Background: an optimization exercise with open tools, aiming at small area. Do not read the settings as production practice.
Function was checked by simulation only, so behaviour that the tests miss may differ from the original.
Power figures rest on the tool's default switching activity, not on a simulated workload.

Setup of build 4:
Design motor_io_top, start of the top module:
module motor_io_top (
	input  logic                                                clk_50,
	input  logic                                                reset,
	input  logic                                                psel,
	input  logic                                                penable,
	input  logic                                                pwrite,
	input  logic [8-1:0]                            paddr,
	input  logic [32-1:0]                            pwdata,
	output logic [32-1:0]                            prdata,
	output logic                                                pready,
	output logic                                                pslverr,
	input  logic [4-1:0]                           enc_a,
	input  logic [4-1:0]                           enc_b,
	output logic [4-1:0]                           pwm_out
);
For scale: ~1700 cells after synthesis, ~13000 um^2 of cells after synthesis.
clock: 10.0 ns
lec_check: 0
abc_area: 1
cap_margin: 20
core_margin: 2
core_utilization: 40
cts_buf_list: sky130_fd_sc_hd__clkbuf_2
slew_margin: 20
run.sh (not shown) runs the stock make flow with config.mk's settings and CLKGATE_MAP_FILE= SYNTH_SCRIPT=/design/flow/synth_recipe.tcl, a recipe that flattens the netlist after the stock synthesis.
Input changes introduced in build 97 (baseline for comparison: build 4):
Settings: ABC_AREA: 1 -> unset.
==> flow/flow/run.sh (new file) <==
#!/bin/bash
# Own layout flow: the standard ORFS flow, with three changes that only
# affect how the cells are chosen, not what is built or measured:
#  - synthesis maps the logic with an area-oriented ABC script (flow/abc.script)
#    instead of ORFS's speed script; everything else in synthesis is ORFS's
#    own synth.tcl and the standard flow's wrapper (flatten, rename) unchanged;
#  - port buffers are the smallest buffer, sky130_fd_sc_hd__buf_1;
#  - clock tree synthesis runs without dummy loads.
# Every tool's output goes to a log file in this folder (and ORFS's own logs
# under orfs/logs).
set -euo pipefail
W=$(pwd)
F=$W/flow

# synthesis script: ORFS's synth.tcl with the abc call pointed at our script
sed 's#log_cmd abc {\*}$abc_args#log_cmd abc -script '"$F"'/abc.script {*}[lrange $abc_args 2 end]#' \
	"$FLOW_HOME/scripts/synth.tcl" > "$W/own_synth.tcl"
grep -q "$F/abc.script" "$W/own_synth.tcl"
sed "s#source \$::env(SCRIPTS_DIR)/synth.tcl#source $W/own_synth.tcl#" "$W/synth_recipe.tcl" > "$W/own_synth_recipe.tcl"
grep -q "own_synth.tcl" "$W/own_synth_recipe.tcl"

# The standard.sh, with the synthesis script swapped
sed "s#SYNTH_SCRIPT=[^ ]*synth_recipe.tcl#SYNTH_SCRIPT=$W/own_synth_recipe.tcl#" "$W/standard.sh" > "$W/own_standard.sh"
grep -q "own_synth_recipe.tcl" "$W/own_standard.sh"

bash "$W/own_standard.sh" \
	"BUFFER_PORTS_ARGS=-buffer_cell sky130_fd_sc_hd__buf_1" \
	"CTS_ARGS=-sink_clustering_enable -repair_clock_nets -dont_use_dummy_load -buf_list sky130_fd_sc_hd__clkbuf_2" \
	finish > "$W/flow_make.log" 2>&1
==> flow/flow/abc.script (new file) <==
strash
balance
rewrite
refactor
balance
rewrite
rewrite -z
balance
refactor -z
rewrite -z
balance
dch -f
&get -n
&nf -a -R 1000
&put
topo
==> flow/standard.sh (new file) <==
#!/bin/bash
# synth_recipe.tcl (not shown) runs the flow's synth.tcl, then flattens the netlist and writes it again
# the make line also repeats each setting of config.mk as NAME=value (left out here)
make -C /OpenROAD-flow-scripts/flow DESIGN_CONFIG=/design/flow/config.mk WORK_HOME=/design/flow/orfs CLKGATE_MAP_FILE= SYNTH_SCRIPT=/design/flow/synth_recipe.tcl "${@:-finish}"
removed: flow/run.sh
==> run notes <==
- Synthesized instance count ends up lower on build 97.
- Global-route track usage on met3 was higher in the run labelled build 4.
- Utilization: build 4 and build 97 compared, lower one is build 97
- Taking build 4 as the reference, in build 97 post-synthesis simple-gate area fraction down 9.3 points, final total power down 0.30 mW, first-pass GRT wire length down about 27%.
- Build 97 vs build 4: cell area after synthesis down
Input-level comparison between build 63 and build 97:
Settings: a change of CORE_UTILIZATION from 40 to 60; a change of CTS_BUF_LIST from sky130_fd_sc_hd__clkbuf_2 to sky130_fd_sc_hd__clkbuf_4.
diff --git a/flow/flow/run.sh b/flow/flow/run.sh
--- a/flow/flow/run.sh
+++ b/flow/flow/run.sh
@@ -26,4 +26,4 @@
 bash "$W/own_standard.sh" \
 	"BUFFER_PORTS_ARGS=-buffer_cell sky130_fd_sc_hd__buf_1" \
-	"CTS_ARGS=-sink_clustering_enable -repair_clock_nets -dont_use_dummy_load -buf_list sky130_fd_sc_hd__clkbuf_2" \
+	"CTS_ARGS=-sink_clustering_enable -repair_clock_nets -dont_use_dummy_load -buf_list sky130_fd_sc_hd__clkbuf_4 -sink_clustering_size 10 -sink_clustering_max_diameter 50" \
 	finish > "$W/flow_make.log" 2>&1
### Flow results
Changes observed in build 63 relative to build 97: worst hold slack rose 0.053 ns; routed wire length lower; cell depth of the worst hold path has increased; normalized max-slew margin barely changed. Between build 63 and build 97, the post-cts sizing count does not differ in any meaningful way. Final cell count, build 63 and build 97: larger value in build 97. Higher fraction of power consumed by combinational cells goes to build 63 over build 97. Largest driver fanout on the critical path on build 63 is up relative to build 97. Build 63 ends up with a fraction of area in clock buffers and inverters that is 0.71 points lower than in build 97. Of the two values seen for category of the most critical setup path, in -> out was produced by build 97 and reg -> reg by build 63.

afterwards: timing with drivers on the ports:
In the flow no input, the clock included, has a driving cell. The finished layouts below were timed again as built, in two steps. Step 1 assumes that a clkbuf_16 drives the clock port and a buf_2 every other input. Step 2, shift: input delay + t, output delay - t, t = (earliest + latest rising clock arrival at the registers) / 2. This alone moves slack from input paths to output paths. Three values: no drivers, after step 1, after step 2; two values: the first two.
| run | t, ns | setup slack, ns | clock arrival spread, ns | worst data-port slew with drivers (ns) | cell pins on the clock port's net |
|---|---|---|---|---|---|
| build 4 | 0.888 | 2.251 / 2.225 / 2.225 | 0.116 / 0.116 | 0.05 | 1 |
| build 97 | 0.786 | 3.595 / 3.574 / 3.574 | 0.107 / 0.107 | 0.03 | 1 |
| build 63 | 0.637 | 3.522 / 3.522 / 3.522 | 0.045 / 0.045 | 0.03 | 1 |
After both steps every run listed still meets setup and hold. For build 4, which loses most, drivers alone change the setup slack by -0.026 ns; drivers and shift together by -0.026 ns.
